What follows belongs to an exercise in optimizing a design on an open flow for small area, a short achievable clock period and few clock cycles; a production flow would make more cautious choices. RTL that was checked went through simulation tests only; none was proved equivalent to the original. Power figures rest on the tool's default switching activity, not on a simulated workload.

==> garnet <==
==> flow/design.v <==
package tlg_pkg;
	localparam int MAX_WIDTH  = 32;
	localparam int MAX_HEIGHT = 32;
	localparam int COL_W      = $clog2(MAX_WIDTH);
	localparam int ROW_W      = $clog2(MAX_HEIGHT);
	localparam int SIZE_W     = 7;
	localparam int CELL_W     = 2;
	localparam int COL_BITS   = MAX_HEIGHT * CELL_W;
	localparam logic [CELL_W-1:0] CELL_DEAD  = 2'd0;
	localparam logic [CELL_W-1:0] CELL_BORN  = 2'd1;
	localparam logic [CELL_W-1:0] CELL_ALIVE = 2'd2;
	localparam logic [CELL_W-1:0] CELL_DYING = 2'd3;
	localparam logic [1:0] KIND_WRITE = 2'd0;
	localparam logic [1:0] KIND_READ  = 2'd1;
	localparam logic [1:0] KIND_STEP  = 2'd2;
	localparam logic [1:0] KIND_NONE  = 2'd3;
	function automatic logic [4:0] clamp_m1(input logic [SIZE_W-1:0] v);
		logic [4:0] r;
		if (v < SIZE_W'(3)) begin
			r = 5'd2;
		end else if (v > SIZE_W'(32)) begin
			r = 5'd31;
		end else begin
			r = 5'(v - SIZE_W'(1));
		end
		clamp_m1 = r;
	endfunction
endpackage
module tlg_ram (
	input  logic                          clk,
	input  logic [1:0]                    lsel,
	input  logic [tlg_pkg::COL_BITS-1:0]  d1,
	input  logic [tlg_pkg::COL_BITS-1:0]  d3,
	output logic [tlg_pkg::COL_BITS-1:0]  slot0,
	output logic [tlg_pkg::COL_BITS-1:0]  slot1,
	output logic [tlg_pkg::COL_BITS-1:0]  slot2,
	output logic [tlg_pkg::COL_BITS-1:0]  slot3
);
	localparam int S = tlg_pkg::MAX_WIDTH;
	logic [S-1:0][tlg_pkg::COL_BITS-1:0] ring_q;
	always_ff @(posedge clk) begin
		case (lsel)
			2'd1:    ring_q[0] <= ring_q[23];
			2'd2:    ring_q[0] <= ring_q[27];
			default: ring_q[0] <= ring_q[31];
		endcase
		ring_q[1] <= d1;
		ring_q[2] <= ring_q[1];
		ring_q[3] <= d3;
		for (int k = 4; k < S; k++) begin
			if (k == 24 || k == 28) begin
				ring_q[k] <= (lsel == 2'((k - 20) / 4)) ? ring_q[S-1] : ring_q[k-1];
			end else begin
				ring_q[k] <= ring_q[k-1];
			end
		end
	end
	assign slot0 = ring_q[0];
	assign slot1 = ring_q[1];
	assign slot2 = ring_q[2];
	assign slot3 = ring_q[3];
endmodule
module tlg_rule (
	input  logic [tlg_pkg::CELL_W-1:0] centre,
	input  logic [3:0]                 t,
	output logic [tlg_pkg::CELL_W-1:0] next_cell
);
	logic live, t3, t4;
	assign live = centre[0];
	assign t3   = t == 4'd3;
	assign t4   = t == 4'd4;
	assign next_cell[1] = live;
	assign next_cell[0] = live ? (t3 || t4) : t3;
endmodule
module tlg_cell (
	input  logic [tlg_pkg::MAX_HEIGHT-1:0][1:0] hs,
	input  logic [1:0]                          hs_last,   
	input  logic [tlg_pkg::COL_BITS-1:0]        centre,
	input  logic [tlg_pkg::MAX_HEIGHT-1:0]      keep,      
	output logic [tlg_pkg::COL_BITS-1:0]        next_col
);
	localparam int H = tlg_pkg::MAX_HEIGHT;
	for (genvar r = 0; r < H; r++) begin : g_row
		logic [1:0] hu, hd, nx;
		logic [3:0] t;
		if (r == 0) begin : g_first
			assign hu = hs_last;
		end else begin : g_mid
			assign hu = hs[r-1];
		end
		assign hd = hs[(r + 1) % H];
		assign t  = 4'(hu) + 4'(hs[r]) + 4'(hd);
		tlg_rule u_rule (
			.centre    (centre[2*r +: 2]),
			.t         (t),
			.next_cell (nx)
		);
		assign next_col[2*r +: 2] = keep[r] ? centre[2*r +: 2] : nx;
	end
endmodule
module toroidal_life_generation_step (
	input  logic        clk,
	input  logic        arst_n,
	input  logic        cfg_we,
	input  logic        cfg_index,
	input  logic [6:0]  cfg_data,
	input  logic        s_tvalid,
	output logic        s_tready,
	input  logic [15:0] s_tdata,    
	input  logic [1:0]  s_tuser,    
	output logic        m_tvalid,
	input  logic        m_tready,
	output logic [7:0]  m_tdata     
);
	localparam int H  = tlg_pkg::MAX_HEIGHT;
	localparam int CB = tlg_pkg::COL_BITS;
	localparam int CW = tlg_pkg::COL_W;
	localparam int RW = tlg_pkg::ROW_W;
	localparam int QD = 3;    
	localparam int IW = 14;   
	logic [CW-1:0] wm1_q;
	logic [RW-1:0] hm1_q;
	logic          clr_q;
	logic [CW-1:0] pcol_q;
	logic          ready_q;
	logic          v1_q, vb_q;
	logic [IW-1:0] it1_q, itb_q;
	logic          first_q;          
	logic          run_q, genb_q, last_q;
	logic [CW-1:0] rem_q;
	logic [RW-1:0] gh_q;
	logic          sw_ok_q;
	logic [1:0]    cnt_q;
	logic          mvalid_q;
	logic [QD-1:0][1:0] q_q;
	logic [H-1:0]      sw_q;
	logic [H-1:0][1:0] hs_q;
	logic [1:0]        hs_last_q;
	logic          wl, wl1, lsw_q, l3_q;
	logic [1:0]    lsel_q, rs_q, lt_q, lt_d;
	logic [CW-1:0] lm1_q, rm1_q, rl_q, ltm1_q, ltm1_d;
	logic [CW-1:0] c1_q, c2_q, c3_q;   
	logic [CW-1:0] qcol_q;             
	logic          split_next, merge_next, gen_busy, acc1;
	logic [RW-1:0] gha;
	logic [H-1:0]  live3, keep;
	logic          accept, adv, done1, wr_hit, rd_hit, gen_start, gen_a, last_a, slot3_ok;
	logic          is_rd1, is_wr1, is_step1, pop;
	logic [1:0]    kind1;
	logic [RW-1:0] row1;
	logic [CW-1:0] col1, k3;
	logic [1:0]    wd1;
	logic          v1_d, vb_d;
	logic [IW-1:0] item_in, it1_d, itb_d;
	logic [1:0]    cnt_d, tot_q, tot_d;
	logic          stp_q;
	logic [CB-1:0] slot0, slot1, slot2, slot3, d1, d3, gen_col;
	logic [H-1:0]  live0, live1, live2, left, right;
	logic [H-1:0][1:0] hs, hsx;
	logic [1:0]    rd_val, rd_cell;
	assign item_in = {s_tuser, s_tdata[10:6], s_tdata[4:0], s_tdata[13], s_tdata[13] ^ s_tdata[12]};
	assign {kind1, row1, col1, wd1} = it1_q;
	assign is_rd1   = kind1 == tlg_pkg::KIND_READ;
	assign is_wr1   = kind1 == tlg_pkg::KIND_WRITE;
	assign is_step1 = kind1 == tlg_pkg::KIND_STEP;
	assign k3       = c3_q;
	assign slot3_ok = !(clr_q && pcol_q < CW'(3));
	assign lt_d   = (wm1_q < CW'(24)) ? 2'd1 : (wm1_q < CW'(28)) ? 2'd2 : 2'd3;
	assign ltm1_d = CW'(20) + {lt_d, 2'b00} - CW'(1);
	assign gen_busy = run_q || genb_q;
	assign acc1     = v1_q && (is_wr1 || is_rd1);
	assign split_next = rs_q == 2'd3 && lt_q != 2'd3 && pcol_q + CW'(1) == ltm1_q && !clr_q
		&& !gen_busy && !(acc1 && col1 > ltm1_q);
	assign merge_next = rs_q != 2'd3 && (lt_q != rs_q || (acc1 && col1 > rm1_q))
		&& pcol_q + CW'(1) == rm1_q && qcol_q == rl_q && !gen_busy;
	assign wr_hit    = v1_q && is_wr1 && !run_q && !genb_q && pcol_q == col1;
	assign rd_hit    = v1_q && is_rd1 && k3 == col1;
	assign wl        = wm1_q == lm1_q;
	assign wl1       = wm1_q == lm1_q - CW'(1);
	assign gen_start = v1_q && is_step1 && first_q && !clr_q && wm1_q <= lm1_q
		&& (wl ? !genb_q : (wl1 || sw_ok_q));
	assign done1     = wr_hit || rd_hit || gen_start || (v1_q && kind1 == tlg_pkg::KIND_NONE);
	assign s_tready = ready_q;
	assign accept   = s_tvalid && ready_q;
	assign pop      = m_tready && mvalid_q;
	assign adv = !v1_q || done1;
	always_comb begin
		v1_d  = v1_q;
		vb_d  = vb_q;
		it1_d = it1_q;
		itb_d = itb_q;
		if (adv) begin
			if (vb_q) begin
				v1_d  = 1'b1;
				it1_d = itb_q;
				vb_d  = accept;
				itb_d = item_in;
			end else begin
				v1_d  = accept;
				it1_d = item_in;
			end
		end else if (accept) begin
			vb_d  = 1'b1;
			itb_d = item_in;
		end
	end
	assign cnt_d      = cnt_q - 2'(pop) + 2'(rd_hit);
	assign tot_d      = tot_q + 2'(accept && s_tuser == tlg_pkg::KIND_READ) - 2'(pop);
	always_ff @(posedge clk) begin
		it1_q <= it1_d;
		itb_q <= itb_d;
	end
	always_ff @(posedge clk or negedge arst_n) begin
		if (!arst_n) begin
			wm1_q <= CW'(tlg_pkg::MAX_WIDTH - 1);
			hm1_q <= RW'(H - 1);
		end else if (cfg_we) begin
			if (cfg_index) begin
				hm1_q <= tlg_pkg::clamp_m1(cfg_data);
			end else begin
				wm1_q <= tlg_pkg::clamp_m1(cfg_data);
			end
		end
	end
	assign gen_a  = gen_start || run_q;
	assign last_a = last_q;
	always_ff @(posedge clk or negedge arst_n) begin
		if (!arst_n) begin
			clr_q    <= 1'b1;
			pcol_q   <= '0;
			first_q  <= 1'b0;
			c1_q     <= CW'(31);
			c2_q     <= CW'(30);
			c3_q     <= CW'(29);
			qcol_q   <= CW'(2);
			lsel_q   <= 2'd3;
			lm1_q    <= CW'(31);
			rs_q     <= 2'd3;
			rm1_q    <= CW'(31);
			rl_q     <= '0;
			lt_q     <= 2'd3;
			ltm1_q   <= CW'(31);
			lsw_q    <= 1'b0;
			l3_q     <= 1'b0;
			ready_q  <= 1'b0;
			tot_q    <= '0;
			stp_q    <= 1'b0;
			v1_q     <= 1'b0;
			vb_q     <= 1'b0;
			run_q    <= 1'b0;
			last_q   <= 1'b0;
			genb_q   <= 1'b0;
			sw_ok_q  <= 1'b0;
			cnt_q    <= '0;
			mvalid_q <= 1'b0;
		end else begin
			pcol_q  <= (pcol_q == rm1_q) ? '0 : pcol_q + CW'(1);
			c1_q    <= pcol_q;
			c2_q    <= c1_q;
			c3_q    <= c2_q;
			qcol_q  <= (qcol_q == CW'(31) && rs_q != 2'd3) ? rl_q : qcol_q + CW'(1);
			lsel_q  <= rs_q;
			lm1_q   <= rm1_q;
			if (split_next) begin
				rs_q  <= lt_q;
				rm1_q <= ltm1_q;
				rl_q  <= ltm1_q + CW'(1);
			end else if (merge_next) begin
				rs_q  <= 2'd3;
				rm1_q <= CW'(31);
				rl_q  <= '0;
			end
			lt_q    <= lt_d;
			ltm1_q  <= ltm1_d;
			first_q <= pcol_q == '0;
			lsw_q   <= pcol_q == '0 && wm1_q < rm1_q - CW'(1);
			l3_q    <= pcol_q == '0 && wm1_q == rm1_q - CW'(1);
			if (pcol_q == '1) begin
				clr_q <= 1'b0;
			end
			v1_q     <= v1_d;
			vb_q     <= vb_d;
			cnt_q    <= cnt_d;
			mvalid_q <= cnt_d != '0;
			tot_q    <= tot_d;
			stp_q    <= (accept && s_tuser == tlg_pkg::KIND_STEP) || (stp_q && !gen_start);
			ready_q  <= !vb_d && tot_d < 2'(QD)
				&& !(accept && s_tuser == tlg_pkg::KIND_STEP) && !(stp_q && !gen_start);
			run_q    <= gen_a && !last_a;
			last_q   <= run_q && rem_q == CW'(1);
			genb_q   <= gen_a;
			if ((cfg_we && !cfg_index) || gen_start || (wr_hit && col1 == wm1_q)) begin
				sw_ok_q <= 1'b0;
			end else if (k3 == wm1_q && slot3_ok && !gen_a && !genb_q) begin
				sw_ok_q <= 1'b1;
			end
		end
	end
	always_ff @(posedge clk) begin
		if (gen_start) begin
			rem_q <= wm1_q - CW'(1);
		end else begin
			rem_q <= rem_q - CW'(1);
		end
		if (gen_start) begin
			gh_q <= hm1_q;
		end
	end
	always_comb begin
		for (int r = 0; r < H; r++) begin
			if (wr_hit && row1 == RW'(r)) begin
				d1[2*r +: 2] = wd1;
			end else if (clr_q) begin
				d1[2*r +: 2] = tlg_pkg::CELL_DEAD;
			end else begin
				d1[2*r +: 2] = slot0[2*r +: 2];
			end
		end
	end
	assign d3 = genb_q ? gen_col : slot2;
	tlg_ram u_grid (
		.clk   (clk),
		.lsel  (rs_q),
		.d1    (d1),
		.d3    (d3),
		.slot0 (slot0),
		.slot1 (slot1),
		.slot2 (slot2),
		.slot3 (slot3)
	);
	always_comb begin
		for (int r = 0; r < H; r++) begin
			live0[r] = slot0[2*r];
			live1[r] = slot1[2*r];
			live2[r] = slot2[2*r];
			live3[r] = slot3[2*r];
		end
	end
	assign left  = lsw_q ? sw_q : (l3_q ? live3 : live2);
	assign right = last_a ? sw_q : live0;
	assign gha = run_q ? gh_q : hm1_q;
	always_comb begin
		for (int r = 0; r < H; r++) begin
			hs[r] = 2'(left[r]) + 2'(live1[r]) + 2'(right[r]);
		end
		for (int r = 1; r < H; r++) begin
			hsx[r] = (gha == RW'(r - 1)) ? hs[0] : hs[r];
		end
		hsx[0] = hs[0];
	end
	always_ff @(posedge clk) begin
		hs_q      <= hsx;
		hs_last_q <= hs[gha];
		if (gen_start) begin
			sw_q <= live1;
		end else if (k3 == wm1_q && !gen_a && !genb_q) begin
			sw_q <= live3;
		end
	end
	always_comb begin
		for (int r = 0; r < H; r++) begin
			keep[r] = RW'(r) > gh_q;
		end
	end
	tlg_cell u_gen (
		.hs       (hs_q),
		.hs_last  (hs_last_q),
		.centre   (slot2),
		.keep     (keep),
		.next_col (gen_col)
	);
	assign rd_cell = slot3[2*row1 +: 2];
	assign rd_val  = slot3_ok ? {rd_cell[1], rd_cell[1] ^ rd_cell[0]} : tlg_pkg::CELL_DEAD;
	always_ff @(posedge clk) begin
		for (int i = 0; i < QD; i++) begin
			if (rd_hit && 2'(i) == cnt_q - 2'(pop)) begin
				q_q[i] <= rd_val;
			end else if (pop) begin
				q_q[i] <= (i < QD - 1) ? q_q[(i + 1) % QD] : q_q[i];
			end
		end
	end
	assign m_tvalid = mvalid_q;
	assign m_tdata  = {6'd0, q_q[0]};
endmodule
==> flow/run.sh <==
#!/bin/bash
# synth_recipe.tcl (not shown) runs the flow's synth.tcl, then flattens the netlist and writes it again
# the make line also repeats each setting of config.mk as NAME=value (left out here)
make -C /OpenROAD-flow-scripts/flow DESIGN_CONFIG=/design/flow/config.mk WORK_HOME=/design/flow/orfs CLKGATE_MAP_FILE= SYNTH_SCRIPT=/design/flow/synth_recipe.tcl finish
==> flow/config.mk <==
export PLATFORM = sky130hd
export DESIGN_NAME = toroidal_life_generation_step
export DESIGN_NICKNAME = toroidal_life_generation_step
export VERILOG_FILES = /design/flow/design.v
export SDC_FILE = /design/flow/constraint.sdc
export NUM_CORES = 4
export LEC_CHECK = 0
export ABC_AREA = 1
export CAP_MARGIN = 20
export CORE_MARGIN = 2
export CORE_UTILIZATION = 50
export CTS_CLUSTER_DIAMETER = 80
export CTS_CLUSTER_SIZE = 30
export SETUP_SLACK_MARGIN = 5
export SLEW_MARGIN = 20
==> flow/constraint.sdc <==
create_clock -name core_clock -period 8.0 [get_ports {clk}]
set_input_delay 1.6000 -clock core_clock [delete_from_list [all_inputs] [get_ports {clk}]]
set_output_delay 1.6000 -clock core_clock [all_outputs]
set_load 0.01 [all_outputs]
==> inputs of amber, as changes to garnet <==
==> flow/design.v, changed modules only <==
module tlg_ram (
	input  logic                          clk,
	input  logic [tlg_pkg::COL_BITS-1:0]  d1,
	input  logic [tlg_pkg::COL_BITS-1:0]  d3,
	output logic [tlg_pkg::COL_BITS-1:0]  slot0,
	output logic [tlg_pkg::COL_BITS-1:0]  slot1,
	output logic [tlg_pkg::COL_BITS-1:0]  slot2,
	output logic [tlg_pkg::COL_BITS-1:0]  slot3
);
	localparam int S = tlg_pkg::MAX_WIDTH;
	logic [S-1:0][tlg_pkg::COL_BITS-1:0] ring_q;
	always_ff @(posedge clk) begin
		ring_q[0] <= ring_q[S-1];
		ring_q[1] <= d1;
		ring_q[2] <= ring_q[1];
		ring_q[3] <= d3;
		for (int k = 4; k < S; k++) begin
			ring_q[k] <= ring_q[k-1];
		end
	end
	assign slot0 = ring_q[0];
	assign slot1 = ring_q[1];
	assign slot2 = ring_q[2];
	assign slot3 = ring_q[3];
endmodule
module tlg_rule (
	input  logic [tlg_pkg::CELL_W-1:0] centre,
	input  logic [3:0]                 t,
	output logic [tlg_pkg::CELL_W-1:0] next_cell
);
	logic live, t3, t4;
	assign live = centre[0] ^ centre[1];
	assign t3   = t == 4'd3;
	assign t4   = t == 4'd4;
	assign next_cell[1] = live;
	assign next_cell[0] = live ? !(t3 || t4) : t3;
endmodule
module toroidal_life_generation_step (
	input  logic        clk,
	input  logic        arst_n,
	input  logic        cfg_we,
	input  logic        cfg_index,
	input  logic [6:0]  cfg_data,
	input  logic        s_tvalid,
	output logic        s_tready,
	input  logic [15:0] s_tdata,    
	input  logic [1:0]  s_tuser,    
	output logic        m_tvalid,
	input  logic        m_tready,
	output logic [7:0]  m_tdata     
);
	localparam int H  = tlg_pkg::MAX_HEIGHT;
	localparam int CB = tlg_pkg::COL_BITS;
	localparam int CW = tlg_pkg::COL_W;
	localparam int RW = tlg_pkg::ROW_W;
	localparam int QD = 3;    
	localparam int IW = 14;   
	logic [CW-1:0] wm1_q;
	logic [RW-1:0] hm1_q;
	logic          clr_q;
	logic [CW-1:0] pcol_q;
	logic          ready_q;
	logic          v1_q, vb_q;
	logic [IW-1:0] it1_q, itb_q;
	logic          first_q;          
	logic          run_q, genb_q;
	logic [CW-1:0] rem_q;
	logic [RW-1:0] gh_q;
	logic          sw_ok_q;
	logic [1:0]    cnt_q;
	logic          mvalid_q;
	logic [QD-1:0][1:0] q_q;
	logic [H-1:0]      prev_q, sw_q, s0_q;
	logic [H-1:0][1:0] hs_q;
	logic [1:0]        hs_last_q;
	logic          w32, w31;
	logic [RW-1:0] gha;
	logic [H-1:0]  live3, keep;
	logic          accept, adv, done1, wr_hit, rd_hit, gen_start, gen_a, last_a, slot3_ok;
	logic          is_rd1, is_wr1, is_step1, is_rdb, is_stepb, pop;
	logic [1:0]    kind1;
	logic [RW-1:0] row1;
	logic [CW-1:0] col1, k3;
	logic [1:0]    wd1;
	logic          v1_d, vb_d;
	logic [IW-1:0] item_in, it1_d, itb_d;
	logic [1:0]    cnt_d, inflight_d;
	logic [CB-1:0] slot0, slot1, slot2, slot3, d1, d3, gen_col;
	logic [H-1:0]  live0, live1, left, right;
	logic [H-1:0][1:0] hs, hsx;
	logic [1:0]    rd_val;
	assign item_in = {s_tuser, s_tdata[10:6], s_tdata[4:0], s_tdata[13:12]};
	assign {kind1, row1, col1, wd1} = it1_q;
	assign is_rd1   = kind1 == tlg_pkg::KIND_READ;
	assign is_wr1   = kind1 == tlg_pkg::KIND_WRITE;
	assign is_step1 = kind1 == tlg_pkg::KIND_STEP;
	assign is_rdb   = itb_q[IW-1:IW-2] == tlg_pkg::KIND_READ;
	assign is_stepb = itb_q[IW-1:IW-2] == tlg_pkg::KIND_STEP;
	assign k3       = pcol_q - CW'(3);
	assign slot3_ok = !(clr_q && pcol_q < CW'(3));
	assign wr_hit    = v1_q && is_wr1 && !run_q && !genb_q && pcol_q == col1;
	assign rd_hit    = v1_q && is_rd1 && k3 == col1;
	assign w32       = wm1_q == CW'(31);
	assign w31       = wm1_q == CW'(30);
	assign gen_start = v1_q && is_step1 && first_q && !clr_q
		&& (w32 ? !genb_q : (w31 || sw_ok_q));
	assign done1     = wr_hit || rd_hit || gen_start || (v1_q && kind1 == tlg_pkg::KIND_NONE);
	assign s_tready = ready_q;
	assign accept   = s_tvalid && ready_q;
	assign pop      = m_tready && mvalid_q;
	assign adv = !v1_q || done1;
	always_comb begin
		v1_d  = v1_q;
		vb_d  = vb_q;
		it1_d = it1_q;
		itb_d = itb_q;
		if (adv) begin
			if (vb_q) begin
				v1_d  = 1'b1;
				it1_d = itb_q;
				vb_d  = accept;
				itb_d = item_in;
			end else begin
				v1_d  = accept;
				it1_d = item_in;
			end
		end else if (accept) begin
			vb_d  = 1'b1;
			itb_d = item_in;
		end
	end
	assign cnt_d      = cnt_q - 2'(pop) + 2'(rd_hit);
	assign inflight_d = 2'(v1_d && it1_d[IW-1:IW-2] == tlg_pkg::KIND_READ)
		+ 2'(vb_d && itb_d[IW-1:IW-2] == tlg_pkg::KIND_READ);
	always_ff @(posedge clk) begin
		it1_q <= it1_d;
		itb_q <= itb_d;
	end
	always_ff @(posedge clk or negedge arst_n) begin
		if (!arst_n) begin
			wm1_q <= CW'(tlg_pkg::MAX_WIDTH - 1);
			hm1_q <= RW'(H - 1);
		end else if (cfg_we) begin
			if (cfg_index) begin
				hm1_q <= tlg_pkg::clamp_m1(cfg_data);
			end else begin
				wm1_q <= tlg_pkg::clamp_m1(cfg_data);
			end
		end
	end
	assign gen_a  = gen_start || run_q;
	assign last_a = run_q && rem_q == '0;
	always_ff @(posedge clk or negedge arst_n) begin
		if (!arst_n) begin
			clr_q    <= 1'b1;
			pcol_q   <= '0;
			first_q  <= 1'b0;
			ready_q  <= 1'b0;
			v1_q     <= 1'b0;
			vb_q     <= 1'b0;
			run_q    <= 1'b0;
			genb_q   <= 1'b0;
			sw_ok_q  <= 1'b0;
			cnt_q    <= '0;
			mvalid_q <= 1'b0;
		end else begin
			pcol_q  <= pcol_q + CW'(1);
			first_q <= pcol_q == '0;
			if (pcol_q == '1) begin
				clr_q <= 1'b0;
			end
			v1_q     <= v1_d;
			vb_q     <= vb_d;
			cnt_q    <= cnt_d;
			mvalid_q <= cnt_d != '0;
			ready_q  <= !(v1_d && vb_d) && (cnt_d + inflight_d < 2'(QD))
				&& !(v1_d && it1_d[IW-1:IW-2] == tlg_pkg::KIND_STEP)
				&& !(vb_d && itb_d[IW-1:IW-2] == tlg_pkg::KIND_STEP);
			run_q    <= gen_a && !last_a;
			genb_q   <= gen_a;
			if ((cfg_we && !cfg_index) || gen_start || (wr_hit && col1 == wm1_q)) begin
				sw_ok_q <= 1'b0;
			end else if (k3 == wm1_q && slot3_ok && !gen_a && !genb_q) begin
				sw_ok_q <= 1'b1;
			end
		end
	end
	always_ff @(posedge clk) begin
		if (gen_start) begin
			rem_q <= wm1_q - CW'(1);
		end else begin
			rem_q <= rem_q - CW'(1);
		end
		if (gen_start) begin
			gh_q <= hm1_q;
		end
	end
	always_comb begin
		for (int r = 0; r < H; r++) begin
			if (wr_hit && row1 == RW'(r)) begin
				d1[2*r +: 2] = wd1;
			end else if (clr_q) begin
				d1[2*r +: 2] = tlg_pkg::CELL_DEAD;
			end else begin
				d1[2*r +: 2] = slot0[2*r +: 2];
			end
		end
	end
	assign d3 = genb_q ? gen_col : slot2;
	tlg_ram u_grid (
		.clk   (clk),
		.d1    (d1),
		.d3    (d3),
		.slot0 (slot0),
		.slot1 (slot1),
		.slot2 (slot2),
		.slot3 (slot3)
	);
	always_comb begin
		for (int r = 0; r < H; r++) begin
			live0[r] = slot0[2*r] ^ slot0[2*r+1];
			live1[r] = slot1[2*r] ^ slot1[2*r+1];
			live3[r] = slot3[2*r] ^ slot3[2*r+1];
		end
	end
	assign left  = (first_q && !w32) ? (w31 ? live3 : sw_q) : prev_q;
	assign right = last_a ? s0_q : live0;
	assign gha = run_q ? gh_q : hm1_q;
	always_comb begin
		for (int r = 0; r < H; r++) begin
			hs[r] = 2'(left[r]) + 2'(live1[r]) + 2'(right[r]);
		end
		for (int r = 1; r < H; r++) begin
			hsx[r] = (gha == RW'(r - 1)) ? hs[0] : hs[r];
		end
		hsx[0] = hs[0];
	end
	always_ff @(posedge clk) begin
		prev_q    <= live1;
		hs_q      <= hsx;
		hs_last_q <= hs[gha];
		if (k3 == wm1_q) begin
			sw_q <= live3;
		end
		if (first_q) begin
			s0_q <= live1;
		end
	end
	always_comb begin
		for (int r = 0; r < H; r++) begin
			keep[r] = RW'(r) > gh_q;
		end
	end
	tlg_cell u_gen (
		.hs       (hs_q),
		.hs_last  (hs_last_q),
		.centre   (slot2),
		.keep     (keep),
		.next_col (gen_col)
	);
	assign rd_val = slot3_ok ? slot3[2*row1 +: 2] : tlg_pkg::CELL_DEAD;
	always_ff @(posedge clk) begin
		for (int i = 0; i < QD; i++) begin
			if (rd_hit && 2'(i) == cnt_q - 2'(pop)) begin
				q_q[i] <= rd_val;
			end else if (pop) begin
				q_q[i] <= (i < QD - 1) ? q_q[(i + 1) % QD] : q_q[i];
			end
		end
	end
	assign m_tvalid = mvalid_q;
	assign m_tdata  = {6'd0, q_q[0]};
endmodule
--- a/flow/config.mk
+++ b/flow/config.mk
@@ -7,3 +7,3 @@
 export LEC_CHECK = 0
-export ABC_AREA = 1
+export ABC_CLOCK_PERIOD_IN_PS = 3000
 export CAP_MARGIN = 20
@@ -11,4 +11,2 @@
 export CORE_UTILIZATION = 50
-export CTS_CLUSTER_DIAMETER = 80
-export CTS_CLUSTER_SIZE = 30
 export SETUP_SLACK_MARGIN = 5
==> summary of the runs <==
Against amber, the clock-buffer cell count of garnet is lower by 184.
Of garnet and amber, garnet has the higher final cell count (gap about 14%, measured against amber).
Of garnet and amber, amber has the higher non-clock buffer count (gap 5).
Against amber, the maximum frequency of garnet is larger by about 12%.
In amber the synthesized cell count is smaller than in garnet, by about 22%.
Between garnet and amber, the lower via count is in amber (gap about 17%, measured against amber).
In garnet the worst setup slack is higher than in amber, by 0.35 ns.
==> figures <==
	amber	garnet
Status	no timing/DRC/antenna violations	no timing/DRC/antenna violations
Parity-gate share of the synthesized area counting xor and xnor cells	2.792%	0.8995%
Height of the die	350.7 um	354.3 um
Power per Cell Area	333.2 nW/um^2	271.6 nW/um^2
Wire length of the first global-routing pass	161.3 mm	177.5 mm
Sequential power	12.0 mW	11.6 mW
Number of stages on the worst setup path	12	13
Post-Synth Simple-Gate Area	4.737%	9.683%
Portion of total power attributed to combinational logic	6.1%	4.9%
Distinct cell type count after synthesis	74	44
Post-synthesis cell count	3948	5075
Number of synthesized register bits	2280	2251
Met1 Track Usage GR	24.92%	26.13%
Final critical-path setup slack	4.683 ns	5.029 ns
Multi-input gate share of total cell area	18.77%	20.38%
Testbench counts of garnet, summed over its fixed seeds: cycles 11,153.
The RTL of amber was laid out without a check of its function.

separate check: timing with driven ports:
No port has a modelled driver above. Below, the same layouts with a new extraction and two added sets of constraints. Step 1 sets driving cells, clkbuf_16 on the clock port and buf_2 on the other inputs (assumed; they add their load-dependent delay and slew). Step 2 also shifts input and output timing later by t, the mid clock arrival at the registers, as if the neighbouring blocks saw the same clock. Slacks: no drivers / after step 1 / after step 2; pairs: no drivers / after step 1.
run	t, ns	setup slack, ns	worst setup path after step 2	latest minus earliest clock arrival (ns)
garnet	0.791	5.029 / 5.029 / 4.488	input to register	0.043 / 0.044
amber	0.875	4.683 / 4.683 / 4.332	input to register	0.043 / 0.043
After both steps setup and hold are still met in every run listed. The setup slack of garnet, which loses most, moves by 0.000 ns with the drivers and by -0.541 ns with both steps.
